This is an optimization exercise on Yosys and OpenROAD, whose aim is small area, a short achievable clock period and few clock cycles, not a production implementation. In this exercise RTL edits were held to simulation tests only and were not proved equivalent to the original. Power and IR drop assume default switching activity.

--- design/flow/run.sh ---
#!/bin/bash
# synth_recipe.tcl (not shown) runs the flow's synth.tcl, then flattens the netlist and writes it again
# the make line also repeats each setting of config.mk as NAME=value (left out here)
make -C /OpenROAD-flow-scripts/flow DESIGN_CONFIG=/design/flow/config.mk WORK_HOME=/design/flow/orfs CLKGATE_MAP_FILE= SYNTH_SCRIPT=/design/flow/synth_recipe.tcl finish
--- design/flow/config.mk ---
export PLATFORM = sky130hd
export DESIGN_NAME = lbp_stream
export DESIGN_NICKNAME = lbp_stream
export VERILOG_FILES = /design/flow/design.v
export SDC_FILE = /design/flow/constraint.sdc
export NUM_CORES = 4
export LEC_CHECK = 0
export CAP_MARGIN = 20
export CORE_MARGIN = 2
export CORE_UTILIZATION = 40
export SLEW_MARGIN = 20
--- design/flow/constraint.sdc ---
create_clock -name core_clock -period 5.7 [get_ports {clk}]
set_input_delay 1.1400 -clock core_clock [delete_from_list [all_inputs] [get_ports {clk}]]
set_output_delay 1.1400 -clock core_clock [all_outputs]
set_load 0.01 [all_outputs]
--- design/flow/design.v ---
`default_nettype none
package lbp_pkg;
    typedef enum logic [1:0] {
        IDLE  = 2'd0,
        RUN   = 2'd1,
        DRAIN = 2'd2,
        DONE  = 2'd3
    } state_t;
    localparam int C_NB_COUNT   = 8;
    localparam int C_TAP_CENTRE = 4;
    localparam logic [4*C_NB_COUNT-1:0] C_NB_TAP = 32'h8765_3210;
endpackage
`default_nettype wire
`default_nettype none
module lbp_line_buffer #(
    parameter int IMG_W = 128,
    parameter int DW    = 8,
    parameter int CW    = $clog2(IMG_W)
) (
    input  logic                clk,
    input  logic                shift_en,
    input  logic [DW-1:0]       din,
    input  logic [CW-1:0]       col,
    output logic [8:0][DW-1:0]  taps
);
    logic [DW-1:0] r_row1 [IMG_W];
    logic [DW-1:0] r_row2 [IMG_W];
    logic [DW-1:0] r_win  [3][2];
    logic [DW-1:0] w_col  [3];
    assign w_col[0] = r_row2[col];
    assign w_col[1] = r_row1[col];
    assign w_col[2] = din;
    always_ff @(posedge clk) begin
        if (shift_en) begin
            r_row1[col] <= din;
            r_row2[col] <= r_row1[col];
        end
    end
    always_ff @(posedge clk) begin
        if (shift_en) begin
            for (int i = 0; i < 3; i++) begin
                r_win[i][0] <= r_win[i][1];
                r_win[i][1] <= w_col[i];
            end
        end
    end
    for (genvar i = 0; i < 3; i++) begin : g_tap
        assign taps[3*i+0] = r_win[i][0];
        assign taps[3*i+1] = r_win[i][1];
        assign taps[3*i+2] = w_col[i];
    end
endmodule
`default_nettype wire
`default_nettype none
module lbp_stream #(
    parameter int IMG_W = 128,
    parameter int IMG_H = 128,
    parameter int DW    = 8,
    parameter int AW    = $clog2(IMG_W*IMG_H)
) (
    input  logic          clk,
    input  logic          reset,
    input  logic          gray_ready,
    input  logic [DW-1:0] thr,
    output logic          gray_req,
    output logic [AW-1:0] gray_addr,
    input  logic [DW-1:0] gray_data,
    output logic          lbp_valid,
    input  logic          lbp_ready,
    output logic [AW-1:0] lbp_addr,
    output logic [7:0]    lbp_data,
    output logic          finish
);
    localparam int CW = $clog2(IMG_W);
    localparam int RW = $clog2(IMG_H);
    localparam logic [AW-1:0] C_LAST_ADDR   = AW'(IMG_W*IMG_H - 1);
    localparam logic [AW-1:0] C_LAST_CENTRE = AW'((IMG_H-2)*IMG_W + IMG_W - 2);
    localparam logic [AW-1:0] C_CENTRE_OFS  = AW'(IMG_W + 1);
    lbp_pkg::state_t  r_state, w_state_nxt;
    logic [AW-1:0]    r_gaddr;
    logic             r_inflight;
    logic             r_skid_valid;
    logic [DW-1:0]    r_skid_data;
    logic [DW-1:0]    r_thr;
    logic [CW-1:0]    r_pcol;
    logic [RW-1:0]    r_prow;
    logic [AW-1:0]    r_paddr;
    logic             r_lbp_valid;
    logic [AW-1:0]    r_lbp_addr;
    logic [7:0]       r_lbp_data;
    logic             r_finish;
    logic             w_out_free;
    logic             w_req;
    logic             w_pix_avail;
    logic [DW-1:0]    w_pix;
    logic             w_consume;
    logic             w_emit;
    logic [8:0][DW-1:0] w_taps;
    logic [DW:0]      w_ref;
    logic [7:0]       w_code;
    assign w_out_free  = !r_lbp_valid || lbp_ready;
    assign w_req       = (r_state == lbp_pkg::RUN) && w_out_free && !r_skid_valid;
    assign w_pix_avail = r_skid_valid || r_inflight;
    assign w_pix       = r_skid_valid ? r_skid_data : gray_data;
    assign w_consume   = w_pix_avail && w_out_free;
    assign w_emit      = w_consume && (r_prow >= RW'(2)) && (r_pcol >= CW'(2));
    lbp_line_buffer #(
        .IMG_W (IMG_W),
        .DW    (DW),
        .CW    (CW)
    ) u_line_buffer (
        .clk      (clk),
        .shift_en (w_consume),
        .din      (w_pix),
        .col      (r_pcol),
        .taps     (w_taps)
    );
    assign w_ref = {1'b0, w_taps[lbp_pkg::C_TAP_CENTRE]} + {1'b0, r_thr};
    for (genvar i = 0; i < lbp_pkg::C_NB_COUNT; i++) begin : g_cmp
        assign w_code[i] = ({1'b0, w_taps[lbp_pkg::C_NB_TAP[4*i +: 4]]} >= w_ref);
    end
    always_ff @(posedge clk or posedge reset) begin
        if (reset) r_state <= lbp_pkg::IDLE;
        else       r_state <= w_state_nxt;
    end
    always_comb begin
        w_state_nxt = r_state;
        case (r_state)
            lbp_pkg::IDLE:  if (gray_ready) w_state_nxt = lbp_pkg::RUN;
            lbp_pkg::RUN:   if (w_req && (r_gaddr == C_LAST_ADDR)) w_state_nxt = lbp_pkg::DRAIN;
            lbp_pkg::DRAIN: if (r_lbp_valid && lbp_ready && (r_lbp_addr == C_LAST_CENTRE))
                       w_state_nxt = lbp_pkg::DONE;
            lbp_pkg::DONE:  w_state_nxt = lbp_pkg::DONE;
            default: w_state_nxt = lbp_pkg::IDLE;
        endcase
    end
    always_ff @(posedge clk or posedge reset) begin
        if (reset) begin
            r_gaddr    <= '0;
            r_inflight <= 1'b0;
            r_thr      <= '0;
        end else begin
            r_inflight <= w_req;
            if (w_req && (r_gaddr != C_LAST_ADDR))
                r_gaddr <= r_gaddr + AW'(1);
            if ((r_state == lbp_pkg::IDLE) && gray_ready)
                r_thr <= thr;
        end
    end
    always_ff @(posedge clk or posedge reset) begin
        if (reset) begin
            r_skid_valid <= 1'b0;
            r_skid_data  <= '0;
        end else if (r_skid_valid) begin
            if (w_consume) r_skid_valid <= 1'b0;
        end else if (r_inflight && !w_consume) begin
            r_skid_valid <= 1'b1;
            r_skid_data  <= gray_data;
        end
    end
    always_ff @(posedge clk or posedge reset) begin
        if (reset) begin
            r_pcol  <= '0;
            r_prow  <= '0;
            r_paddr <= '0;
        end else if (w_consume) begin
            r_paddr <= r_paddr + AW'(1);
            if (r_pcol == CW'(IMG_W-1)) begin
                r_pcol <= '0;
                r_prow <= r_prow + RW'(1);
            end else begin
                r_pcol <= r_pcol + CW'(1);
            end
        end
    end
    always_ff @(posedge clk or posedge reset) begin
        if (reset) begin
            r_lbp_valid <= 1'b0;
            r_lbp_addr  <= '0;
            r_lbp_data  <= '0;
        end else if (w_emit) begin
            r_lbp_valid <= 1'b1;
            r_lbp_addr  <= r_paddr - C_CENTRE_OFS;
            r_lbp_data  <= w_code;
        end else if (lbp_ready) begin
            r_lbp_valid <= 1'b0;
        end
    end
    always_ff @(posedge clk or posedge reset) begin
        if (reset) r_finish <= 1'b0;
        else       r_finish <= (r_state == lbp_pkg::DONE);
    end
    assign gray_req  = w_req;
    assign gray_addr = r_gaddr;
    assign lbp_valid = r_lbp_valid;
    assign lbp_addr  = r_lbp_addr;
    assign lbp_data  = r_lbp_data;
    assign finish    = r_finish;
endmodule
`default_nettype wire
==> run notes <==
status=timing/DRC/antenna clean; Skew-Pair Late Insertion Delay=0.88 ns; flops & latches, synth=2182; Post-CTS Repair Setup Buffers=0; RSZ-0062 raised after global routing=no; register area share after synthesis=74.55%; drt total wl=267300 um; leading area contributor after synthesis=edfxtp_1; critical path class=reg2reg; post-CTS resize count=0; headroom to the max-slew limit=15.64%; Post-CTS Hold Fix Bufs=0; H-tree depth=4; CP max stage cell=dfrtp_4; Mapped Area=87310 um^2; CTS max path bufs=3; critical-path cell list=or2_4, buf_4, o21ai_0, a221oi_1, nor3_1, nor3_1, nor4_4, ha_1, nor2b_1, o21ai_0, a21oi_1, or4_1, a32o_1; Final nets=5447; P_leak=32.77 nW; routed wire length per instance=31.88 um; top cells by area, synth=edfxtp_1 (72%), mux4_2 (3.9%), mux2i_1 (3.7%); RePlAce Congestion=0.9286; I/O Pins=59; Post-synth EDFFs=2096; worst IR drop on VDD=997.4 uV; Critical Path RT=6.47 ns; fin crit period=5.144 ns; Layout area overhead=14.21%; fin crit share=90.24%; Core Util, Final=45.96%; worst hold-check path type=reg2reg; die area=222000 um^2; ys flop type=edfxtp_1; CP Capture Type=flop; most common cell in the netlist=edfxtp_1; DPL Wire Length=160600 um; Starting Density=40.24%; number of port buffers=58; global-route wire length before repair=375800 um; share of layout cells above drive strength 1=18.03%; Clock Skew=0.05180 ns; Least-Margin Pin Slew=1.261 ns; CTS tree=built; initial antenna violation count=12; pins over their slew limit=0; Die W=471.2 um; most frequent cells after synthesis=edfxtp_1 (2096), mux2i_1 (327), nor2_1 (290), o21ai_0 (269), nand2_1 (240); syn avg cell area=17.32 um^2; P per Cell Area=615.5 nW/um^2; number of routed nets with antenna violations=0; Clock Sinks=2182; Crit Path Max Fanout=38; post-synth top area share=72.09%; dpl cells=7979; Num CTS Buffers=219; Netlist cell types=92; DRT iter0 DRCs=7193; Root Driver=clkbuf_16; non-filler cells, final=8384; Syn Nets=5140; Worst Setup Start Kind=flop; Max Clk Rate=194.4 MHz; # rows=171; number of max-cap violations=0; endpoints failing setup=0; DRC Markers=0; Async SR Flop Fraction=3.941%; Ys Warns=4; Vias/cell=6.051; Reg clk slew, reported paths=0.07 ns; vias in the first global route=48910; core box area=217000 um^2; final hold vios=0; GR Overflow Total=0; Syn Inst Count=5040; via count=50740; largest net degree at the start of global routing=130; die height=471.2 um; drt pass-1 iters=8; Total GRT Usage=23.59%; Critical Path AT=5.91 ns; Max stage delay on crit path=0.99 ns
-- worst paths after layout --
path | slack (ns) | end | from | depth (start not counted)
max in group asynchronous | 3.79 | r_pcol[4] | reset | 3
min | 0.45 | u_line_buffer.r_win[2][0] | u_line_buffer.r_win[3][0] | 0
min in group asynchronous | 0.75 | r_lbp_addr[8] | reset | 2
min reg2reg | 0.45 | u_line_buffer.r_win[2][0] | u_line_buffer.r_win[3][0] | 0
max reg2reg | 0.56 | r_lbp_data[4] | r_pcol[1] | 13
max | 0.56 | r_lbp_data[4] | r_pcol[1] | 13
-- logic make-up after synthesis --
logic type / Yosys count / synth area share (%)
flops: 2182 / 74.55
compound gates: 1022 / 7.982
simple gates: 736 / 3.719
mux: 623 / 9.518
buf+inv: 345 / 2.549
fa+ha+maj: 80 / 1.155
xor+xnor: 52 / 0.5216
-- power breakdown --
part | switching (mW) | internal, mW
registers | 0.696 | 22.5
logic | 17.2 | 6.89
clock network | 6.18 | 7.83
-- worst max-delay path, delay by kind of cell, from the launching register on --
kind / cells / cell delay (ns)
simple gates: 6 / 2.43
flops: 1 / 0.99
compound gates: 5 / 0.94
fa+ha+maj: 1 / 0.32
buf+inv: 1 / 0.29
-- routing by layer --
layer  GRT usage (%)  up-vias  routed length, um  part of all wire (%)
li1                -    20910                  -                     -
met1           32.81    26180             106200                    40
met2           35.98     3085             121200                    45
met3           5.420      554              28290                    11
met4           9.344        6              11560                   4.3
met5               0        -                 40                 0.015
-- per-stage QoR --
stage	hold slack [ns]	setup TNS [ns]	cell area [um^2]	setup slack, ns	power [mW]
global placement	0.4331	0	92720	0.6575	46.92
floorplan	0.4264	-0.5014	87400	-0.5014	36.40
CTS	0.4528	0	99660	0.7115	61.16
finish	0.4515	0	99710	0.5562	61.37
detailed placement	0.4373	0	92740	0.7317	47.27
global route	0.4609	0	99700	0.5428	63.21
-- flip-flops by register name, indices dropped and copies added (netlist names) --
signal	flops
u_line_buffer.r_row1	1024
u_line_buffer.r_row2	1024
u_line_buffer.r_win	48
r_gaddr	14
r_lbp_addr	14
r_paddr	14
r_lbp_data	8
r_skid_data	8
r_thr	8
r_pcol	7
r_prow	7
r_state	2
r_finish	1
r_inflight	1
r_lbp_valid	1
r_skid_valid	1
-- layout make-up --
type / instances / area [um^2]
antenna: 5 / 12.51
clock inverter: 130 / 1196
multi-input combinational: 2513 / 20220
sequential: 2182 / 65110
inverter: 21 / 92.59
clock buffer: 269 / 5732
timing repair buffer: 410 / 3777
tap: 2854 / 3571
fill: 18550 / 117200
-- cells in the final DEF, fill, tap and decap left out, types with 17 or more instances in the layout --
cell | netlist | final
mux4_2 | 150 | 150
a221o_1 | 49 | 49
nor2b_1 | 20 | 19
nand2_1 | 240 | 239
o22ai_1 | 55 | 55
nor2_1 | 290 | 286
clkinv_2 | 0 | 36
clkdlybuf4s50_1 | 0 | 58
o221ai_1 | 42 | 42
a31oi_1 | 29 | 29
xnor2_1 | 42 | 42
mux2i_1 | 327 | 327
a22oi_1 | 100 | 100
o21ai_0 | 269 | 269
nand2b_1 | 18 | 18
o2bb2ai_1 | 19 | 19
nand3_1 | 44 | 44
edfxtp_1 | 2096 | 2096
a21oi_1 | 186 | 186
dfrtp_1 | 86 | 81
buf_12 | 3 | 44
clkbuf_16 | 0 | 222
clkbuf_1 | 69 | 47
mux2_2 | 144 | 137
nor3_1 | 35 | 32
buf_4 | 86 | 307
ha_1 | 79 | 79
a211oi_1 | 18 | 18
nand4_1 | 17 | 17
a221oi_1 | 131 | 131
clkinv_1 | 3 | 60
Testbench counts, summed over its fixed seeds: cycles 262,224.

==> static timing again, ports no longer ideal <==
No port has a modelled driver above. Below, the same layout with a new extraction and two added sets of constraints.
Step 1 assumes that a clkbuf_16 drives the clock port and a buf_2 every other input.
Step 2, shift: input delay + t, output delay - t, t = (earliest + latest rising clock arrival at the registers) / 2. This alone moves slack from input paths to output paths.
Three values: no drivers, after step 1, after step 2; two values: the first two.
shift t [ns]: 0.949
setup WS [ns]: 0.556 / 0.556 / 0.556
worst hold slack (ns): 0.452 / 0.452 / 0.452
latest minus earliest clock arrival (ns): 0.052 / 0.052
slew at the worst register clock pin (ns): 0.07 / 0.07
After both steps this run still meets setup and hold. The setup slack of this run moves by 0.000 ns with the drivers and by 0.000 ns with both steps.
